Context: an optimization exercise on an open-source flow, tuned for small area and a short achievable clock period. The choices shown serve that exercise and are no tape-out recipe. Function was checked by simulation only, so behaviour that the tests miss may differ from the original. Power figures rest on the tool's default switching activity, not on a simulated workload.

==> inputs of job 2233 <==
## aluCluster
module aluCluster (
    input  logic                            clk,
    input  logic                            rstN,
    input  logic                            awvalid,
    output logic                            awready,
    input  logic [aluBusPkg::ADDR_W-1:0]    awaddr,
    input  logic                            wvalid,
    output logic                            wready,
    input  logic [aluPkg::DATA_W-1:0]       wdata,
    output logic                            bvalid,
    input  logic                            bready,
    output logic [aluBusPkg::RESP_W-1:0]    bresp,
    input  logic                            arvalid,
    output logic                            arready,
    input  logic [aluBusPkg::ADDR_W-1:0]    araddr,
    output logic                            rvalid,
    input  logic                            rready,
    output logic [aluPkg::DATA_W-1:0]       rdata,
    output logic [aluBusPkg::RESP_W-1:0]    rresp
);
==> module aluLane, before the edit <==
module aluLane (
    input  logic [4:0]                  op,
    input  logic [aluPkg::DATA_W-1:0]   a,
    input  logic [aluPkg::DATA_W-1:0]   b,
    output logic [aluPkg::DATA_W-1:0]   res,
    output logic                        carry,
    output logic                        ovf,
    output logic                        cond
);
    logic        arith;
    logic        sub;
    logic [31:0] bx;
    logic [31:0] sum;
    logic        cout;
    logic        ovfRaw;
    logic        lt;
    logic        shArith;
    logic        shLeft;
    logic [4:0]  shAmt;
    logic [31:0] shData;
    logic [31:0] shOut;
    logic [5:0]  clCnt;
    logic        bZero;
    function automatic logic [31:0] rev(input logic [31:0] x);
        for (int i = 0; i < 32; i = i + 1)
            rev[i] = x[31-i];
    endfunction
    function automatic logic [16:0] ripple16(input logic [15:0] x, input logic [15:0] y, input logic ci);
        logic c;
        c = ci;
        for (int i = 0; i < 16; i = i + 1)
        begin
            ripple16[i] = x[i] ^ y[i] ^ c;
            c           = (x[i] & y[i]) | (c & (x[i] ^ y[i]));
        end
        ripple16[16] = c;
    endfunction
    assign arith = op[4];
    logic [16:0] lo;
    logic [16:0] hi0;
    logic [16:0] hi1;
    assign sub = op[1];
    assign bx  = b ^ {32{sub}};
    assign lo  = ripple16(a[15:0], bx[15:0], sub);
    assign hi0 = ripple16(a[31:16], bx[31:16], 1'b0);
    assign hi1 = ~ripple16(~a[31:16], ~bx[31:16], 1'b0);
    assign {cout, sum} = {lo[16] ? hi1 : hi0, lo[15:0]};
    assign ovfRaw = (a[31] == bx[31]) && (sum[31] != a[31]);
    assign ovf    = arith && !op[2] && !op[3] && ovfRaw;
    assign carry  = arith && !op[2] && !op[3] && (op[1] ? !cout : (op[0] && cout));
    assign lt     = op[0] ? !cout : (sum[31] ^ ovfRaw);
    logic [31:0] s0, s1, s2, s3, s4;
    logic        fill;
    assign shArith = op[1] && op[0];             
    assign shLeft  = !op[1];                     
    assign shAmt   = op[2] ? (shArith ? b[4:0] : a[4:0]) : 5'd1;
    assign shData  = shArith ? a : (shLeft ? rev(b) : b);
    assign fill    = shArith && a[31];
    logic [63:0] e0, e1;
    logic [3:0]  d0, d1;
    assign d0 = 4'b1 << shAmt[1:0];
    assign d1 = 4'b1 << shAmt[3:2];
    assign e0 = {{32{fill}}, shData};
    always_comb
        for (int i = 0; i < 32; i++)
            s1[i] = (d0[0] & e0[i]) | (d0[1] & e0[i+1]) | (d0[2] & e0[i+2]) | (d0[3] & e0[i+3]);
    assign e1 = {{32{fill}}, s1};
    always_comb
        for (int i = 0; i < 32; i++)
            s3[i] = (d1[0] & e1[i]) | (d1[1] & e1[i+4]) | (d1[2] & e1[i+8]) | (d1[3] & e1[i+12]);
    assign s4    = shAmt[4] ? {{16{fill}}, s3[31:16]} : s3;
    assign shOut = s4;
    logic [31:0] x;
    logic [15:0] al0; logic [15:0]      c0;
    logic [7:0]  al1; logic [7:0][1:0] c1;
    logic [3:0]  al2; logic [3:0][2:0] c2;
    logic [1:0]  al3; logic [1:0][3:0] c3;
    logic        al4; logic [4:0]      c4;
    assign x = a ^ {32{op[0]}};
    always_comb
    begin
        for (int i = 0; i < 16; i++)
        begin
            al0[i] = x[2*i+1] & x[2*i];
            c0[i]  = x[2*i+1];
        end
        for (int i = 0; i < 8; i++)
        begin
            al1[i] = al0[2*i+1] & al0[2*i];
            c1[i]  = al0[2*i+1] ? {1'b1, c0[2*i]} : {1'b0, c0[2*i+1]};
        end
        for (int i = 0; i < 4; i++)
        begin
            al2[i] = al1[2*i+1] & al1[2*i];
            c2[i]  = al1[2*i+1] ? {1'b1, c1[2*i]} : {1'b0, c1[2*i+1]};
        end
        for (int i = 0; i < 2; i++)
        begin
            al3[i] = al2[2*i+1] & al2[2*i];
            c3[i]  = al2[2*i+1] ? {1'b1, c2[2*i]} : {1'b0, c2[2*i+1]};
        end
        al4 = al3[1] & al3[0];
        c4  = al3[1] ? {1'b1, c3[0]} : {1'b0, c3[1]};
    end
    assign clCnt = {al4, al4 ? 5'b0 : c4};
    assign bZero = (b == 32'b0);
    assign cond  = !arith && op[3] && !op[2] && (op[0] ? !bZero : bZero);
    logic selSum, selLt, selLog, selClz, selShR, selShL;
    assign selSum = arith && !op[3] && !op[2];
    assign selLt  = arith && op[3];
    assign selLog = arith && !op[3] && op[2];
    assign selClz = !arith && op[3] && op[2];
    assign selShR = !arith && !op[3] && op[1];
    assign selShL = !arith && !op[3] && !op[1];
    logic selSh;
    assign selSh = !arith && !op[3];
    logic [3:0] tt;
    assign tt[3] = (selLog && !op[1]) || cond;
    assign tt[2] = (selLog && (op[1] ^ op[0])) || cond;
    assign tt[1] = selLog && (op[1] ^ op[0]);
    assign tt[0] = selLog && op[1] && op[0];
    logic [31:0] shRev;
    logic [31:0] shFin;
    assign shRev = rev(shOut);
    assign shFin = shLeft ? shRev : shOut;
    always_comb
    begin
        for (int i = 0; i < 32; i++)
            res[i] = (a[i] && b[i] && tt[3]) || (a[i] && !b[i] && tt[2]) ||
                     (!a[i] && b[i] && tt[1]) || (!a[i] && !b[i] && tt[0]) ||
                     (selSum && sum[i]) || (selSh && shFin[i]);
        res[5:0] = res[5:0] | ({6{selClz}} & clCnt);
        res[0]   = res[0] | (selLt && lt);
    end
endmodule
==> flow/config.mk <==
export PLATFORM = sky130hd
export DESIGN_NAME = aluCluster
export DESIGN_NICKNAME = aluCluster
export VERILOG_FILES = /design/flow/design.v
export SDC_FILE = /design/flow/constraint.sdc
export NUM_CORES = 4
export LEC_CHECK = 0
export CAP_MARGIN = 5
export CORE_MARGIN = 2
export CORE_UTILIZATION = 40
export CTS_BUF_LIST = sky130_fd_sc_hd__clkbuf_8
export CTS_CLUSTER_DIAMETER = 300
export CTS_CLUSTER_SIZE = 16
export SLEW_MARGIN = 5
export SYNTH_HIERARCHICAL = 1
==> flow/constraint.sdc <==
create_clock -name core_clock -period 26.0 [get_ports {clk}]
set_input_delay 5.2000 -clock core_clock [delete_from_list [all_inputs] [get_ports {clk}]]
set_output_delay 5.2000 -clock core_clock [all_outputs]
set_load 0.01 [all_outputs]
standard.sh (not shown) runs the stock make flow with config.mk's settings and CLKGATE_MAP_FILE= SYNTH_SCRIPT=/design/flow/synth_recipe.tcl, a recipe that flattens the netlist after the stock synthesis.
==> flow/flow/run.sh <==
#!/bin/bash
# The standard layout, with plain buffers on the ports instead of the
# delay buffers buffer_ports picks on its own, repair aiming for slack well
# beyond the clock target, and no dummy clock loads. Tool output goes to
# make.log here and to orfs/logs.
set -euo pipefail
bash standard.sh \
  "BUFFER_PORTS_ARGS=-buffer_cell sky130_fd_sc_hd__buf_1" \
  SETUP_SLACK_MARGIN=15 \
  "CTS_ARGS=-sink_clustering_enable -repair_clock_nets -sink_clustering_size 16 -sink_clustering_max_diameter 300 -buf_list sky130_fd_sc_hd__clkbuf_8 -dont_use_dummy_load" \
  finish > make.log 2>&1
==> job 6390 (differences from job 2233) <==
--- a/flow/design.v
+++ b/flow/design.v
@@ -100,7 +100,7 @@
     assign lo  = ripple16(a[15:0], bx[15:0], sub);
     assign hi0 = ripple16(a[31:16], bx[31:16], 1'b0);
     assign hi1 = ~ripple16(~a[31:16], ~bx[31:16], 1'b0);
-    assign {cout, sum} = {lo[16] ? hi1 : hi0, lo[15:0]};
+    assign {cout, sum} = {(hi1 & {17{lo[16]}}) | (hi0 & {17{!lo[16]}}), lo[15:0]};
     assign ovfRaw = (a[31] == bx[31]) && (sum[31] != a[31]);
     assign ovf    = arith && !op[2] && !op[3] && ovfRaw;
     assign carry  = arith && !op[2] && !op[3] && (op[1] ? !cout : (op[0] && cout));
CAP_MARGIN = 10   (was 5)
CORE_UTILIZATION = 55   (was 40)
SLEW_MARGIN = 10   (was 5)
SYNTH_HIERARCHICAL = default   (was 1)
==> job 4345 (differences from job 2233) <==
--- a/flow/design.v
+++ b/flow/design.v
@@ -63,130 +63,85 @@
     output logic                        ovf,
     output logic                        cond
 );
-    logic        arith;
+    logic        arith;      
     logic        sub;
     logic [31:0] bx;
-    logic [31:0] sum;
-    logic        cout;
-    logic        ovfRaw;
+    logic [32:0] sum;
     logic        lt;
+    logic [31:0] logicRes;
     logic        shArith;
     logic        shLeft;
     logic [4:0]  shAmt;
     logic [31:0] shData;
+    logic [32:0] shWide;
     logic [31:0] shOut;
+    logic [31:0] clIn;
     logic [5:0]  clCnt;
     logic        bZero;
+    function automatic logic [5:0] countOnes(input logic [31:0] x);
+        logic [5:0] n;
+        logic       stop;
+        n    = '0;
+        stop = 1'b0;
+        for (int i = 31; i >= 0; i = i - 1)
+        begin
+            if (!x[i])
+                stop = 1'b1;
+            else if (!stop)
+                n = n + 1'b1;
+        end
+        countOnes = n;
+    endfunction
     function automatic logic [31:0] rev(input logic [31:0] x);
         for (int i = 0; i < 32; i = i + 1)
             rev[i] = x[31-i];
     endfunction
-    function automatic logic [16:0] ripple16(input logic [15:0] x, input logic [15:0] y, input logic ci);
-        logic c;
-        c = ci;
-        for (int i = 0; i < 16; i = i + 1)
-        begin
-            ripple16[i] = x[i] ^ y[i] ^ c;
-            c           = (x[i] & y[i]) | (c & (x[i] ^ y[i]));
-        end
-        ripple16[16] = c;
-    endfunction
     assign arith = op[4];
-    logic [16:0] lo;
-    logic [16:0] hi0;
-    logic [16:0] hi1;
     assign sub = op[1];
     assign bx  = b ^ {32{sub}};
-    assign lo  = ripple16(a[15:0], bx[15:0], sub);
-    assign hi0 = ripple16(a[31:16], bx[31:16], 1'b0);
-    assign hi1 = ~ripple16(~a[31:16], ~bx[31:16], 1'b0);
-    assign {cout, sum} = {lo[16] ? hi1 : hi0, lo[15:0]};
-    assign ovfRaw = (a[31] == bx[31]) && (sum[31] != a[31]);
-    assign ovf    = arith && !op[2] && !op[3] && ovfRaw;
-    assign carry  = arith && !op[2] && !op[3] && (op[1] ? !cout : (op[0] && cout));
-    assign lt     = op[0] ? !cout : (sum[31] ^ ovfRaw);
-    logic [31:0] s0, s1, s2, s3, s4;
-    logic        fill;
+    assign sum = {1'b0, a} + {1'b0, bx} + {32'b0, sub};
+    assign ovf = arith && !op[2] && !op[3] && (a[31] == bx[31]) && (sum[31] != a[31]);
+    assign carry = arith && !op[2] && !op[3] && (op[1] ? !sum[32] : (op[0] && sum[32]));
+    assign lt  = op[0] ? !sum[32] : (sum[31] ^ ((a[31] == bx[31]) && (sum[31] != a[31])));
+    always_comb
+    begin
+        case (op[1:0])
+            2'b00:   logicRes = a & b;
+            2'b01:   logicRes = a | b;
+            2'b10:   logicRes = a ^ b;
+            default: logicRes = ~(a | b);
+        endcase
+    end
     assign shArith = op[1] && op[0];             
     assign shLeft  = !op[1];                     
     assign shAmt   = op[2] ? (shArith ? b[4:0] : a[4:0]) : 5'd1;
     assign shData  = shArith ? a : (shLeft ? rev(b) : b);
-    assign fill    = shArith && a[31];
-    logic [63:0] e0, e1;
-    logic [3:0]  d0, d1;
-    assign d0 = 4'b1 << shAmt[1:0];
-    assign d1 = 4'b1 << shAmt[3:2];
-    assign e0 = {{32{fill}}, shData};
-    always_comb
-        for (int i = 0; i < 32; i++)
-            s1[i] = (d0[0] & e0[i]) | (d0[1] & e0[i+1]) | (d0[2] & e0[i+2]) | (d0[3] & e0[i+3]);
-    assign e1 = {{32{fill}}, s1};
-    always_comb
-        for (int i = 0; i < 32; i++)
-            s3[i] = (d1[0] & e1[i]) | (d1[1] & e1[i+4]) | (d1[2] & e1[i+8]) | (d1[3] & e1[i+12]);
-    assign s4    = shAmt[4] ? {{16{fill}}, s3[31:16]} : s3;
-    assign shOut = s4;
-    logic [31:0] x;
-    logic [15:0] al0; logic [15:0]      c0;
-    logic [7:0]  al1; logic [7:0][1:0] c1;
-    logic [3:0]  al2; logic [3:0][2:0] c2;
-    logic [1:0]  al3; logic [1:0][3:0] c3;
-    logic        al4; logic [4:0]      c4;
-    assign x = a ^ {32{op[0]}};
+    assign shWide  = $signed({shArith && a[31], shData}) >>> shAmt;
+    assign shOut   = shWide[31:0];
+    assign clIn  = a ^ {32{op[0]}};
+    assign clCnt = countOnes(clIn);
+    assign bZero = (b == 32'b0);
+    assign cond  = !arith && op[3] && !op[2] && (op[0] ? !bZero : bZero);
     always_comb
     begin
-        for (int i = 0; i < 16; i++)
-        begin
-            al0[i] = x[2*i+1] & x[2*i];
-            c0[i]  = x[2*i+1];
-        end
-        for (int i = 0; i < 8; i++)
-        begin
-            al1[i] = al0[2*i+1] & al0[2*i];
-            c1[i]  = al0[2*i+1] ? {1'b1, c0[2*i]} : {1'b0, c0[2*i+1]};
-        end
-        for (int i = 0; i < 4; i++)
+        if (arith)
         begin
-            al2[i] = al1[2*i+1] & al1[2*i];
-            c2[i]  = al1[2*i+1] ? {1'b1, c1[2*i]} : {1'b0, c1[2*i+1]};
+            if (op[3])
+                res = {31'b0, lt};
+            else if (op[2])
+                res = logicRes;
+            else
+                res = sum[31:0];
         end
-        for (int i = 0; i < 2; i++)
+        else if (op[3])
         begin
-            al3[i] = al2[2*i+1] & al2[2*i];
-            c3[i]  = al2[2*i+1] ? {1'b1, c2[2*i]} : {1'b0, c2[2*i+1]};
+            if (op[2])
+                res = {26'b0, clCnt};
+            else
+                res = cond ? a : 32'b0;
         end
-        al4 = al3[1] & al3[0];
-        c4  = al3[1] ? {1'b1, c3[0]} : {1'b0, c3[1]};
-    end
-    assign clCnt = {al4, al4 ? 5'b0 : c4};
-    assign bZero = (b == 32'b0);
-    assign cond  = !arith && op[3] && !op[2] && (op[0] ? !bZero : bZero);
-    logic selSum, selLt, selLog, selClz, selShR, selShL;
-    assign selSum = arith && !op[3] && !op[2];
-    assign selLt  = arith && op[3];
-    assign selLog = arith && !op[3] && op[2];
-    assign selClz = !arith && op[3] && op[2];
-    assign selShR = !arith && !op[3] && op[1];
-    assign selShL = !arith && !op[3] && !op[1];
-    logic selSh;
-    assign selSh = !arith && !op[3];
-    logic [3:0] tt;
-    assign tt[3] = (selLog && !op[1]) || cond;
-    assign tt[2] = (selLog && (op[1] ^ op[0])) || cond;
-    assign tt[1] = selLog && (op[1] ^ op[0]);
-    assign tt[0] = selLog && op[1] && op[0];
-    logic [31:0] shRev;
-    logic [31:0] shFin;
-    assign shRev = rev(shOut);
-    assign shFin = shLeft ? shRev : shOut;
-    always_comb
-    begin
-        for (int i = 0; i < 32; i++)
-            res[i] = (a[i] && b[i] && tt[3]) || (a[i] && !b[i] && tt[2]) ||
-                     (!a[i] && b[i] && tt[1]) || (!a[i] && !b[i] && tt[0]) ||
-                     (selSum && sum[i]) || (selSh && shFin[i]);
-        res[5:0] = res[5:0] | ({6{selClz}} & clCnt);
-        res[0]   = res[0] | (selLt && lt);
+        else
+            res = shLeft ? rev(shOut) : shOut;
     end
 endmodule
 `default_nettype wire
==> flow/run.sh (new file) <==
#!/bin/bash
# synth_recipe.tcl (not shown) runs the flow's synth.tcl, then flattens the netlist and writes it again
# the make line also repeats each setting of config.mk as NAME=value (left out here)
make -C /OpenROAD-flow-scripts/flow DESIGN_CONFIG=/design/flow/config.mk WORK_HOME=/design/flow/orfs CLKGATE_MAP_FILE= SYNTH_SCRIPT=/design/flow/synth_recipe.tcl finish
CAP_MARGIN = 20   (was 5)
CTS_BUF_LIST = default   (was sky130_fd_sc_hd__clkbuf_8)
CTS_CLUSTER_DIAMETER = default   (was 300)
CTS_CLUSTER_SIZE = default   (was 16)
SLEW_MARGIN = 20   (was 5)
SYNTH_HIERARCHICAL = default   (was 1)
removed: flow/flow/run.sh
removed: flow/standard.sh
==> run notes <==
- Non-clock buffer count: job 6390 is higher than job 2233 (6).
- The highest utilization belongs to job 6390, the lowest to job 2233.
- In job 2233 the critical path depth is lower than in job 6390, by 1.
- Setup slack: job 2233 > job 6390 > job 4345.
- Of job 4345 and job 2233, job 4345 has the higher total power (gap 27%, measured against job 2233).
- Clock power: job 6390 < job 2233 < job 4345.

-- what the ideal ports hide --
No port has a modelled driver above. Below, the same layouts with a new extraction and two added sets of constraints. Step 1 (the two cells are an assumption about what drives the block):
set clk [get_ports {clk}]
set_driving_cell -lib_cell sky130_fd_sc_hd__clkbuf_16 $clk
set_driving_cell -lib_cell sky130_fd_sc_hd__buf_2 [delete_from_list [all_inputs] $clk]
Step 2 adds t to the input delays and takes it off the output delays; t is the mean of the earliest and latest rising clock arrival at the registers after step 1. Input paths then give back, and output paths get back, about the clock's delay inside the block. a / b / c = ideal / step 1 / step 2; a / b = the first two.
| run | t (ns) | setup WS [ns] | worst hold slack (ns) | pins driven straight from the clock port |
|---|---|---|---|---|
| job 2233 | 0.632 | 14.727 / 14.696 / 14.696 | 0.357 / 0.357 / 0.357 | 1 |
| job 6390 | 0.570 | 14.669 / 14.636 / 14.636 | 0.360 / 0.360 / 0.360 | 1 |
| job 4345 | 0.609 | 3.120 / 3.120 / 3.120 | 0.348 / 0.348 / 0.348 | 1 |
After both steps every run listed still meets setup and hold. For job 6390, which loses most, drivers alone change the setup slack by -0.033 ns; drivers and shift together by -0.033 ns.
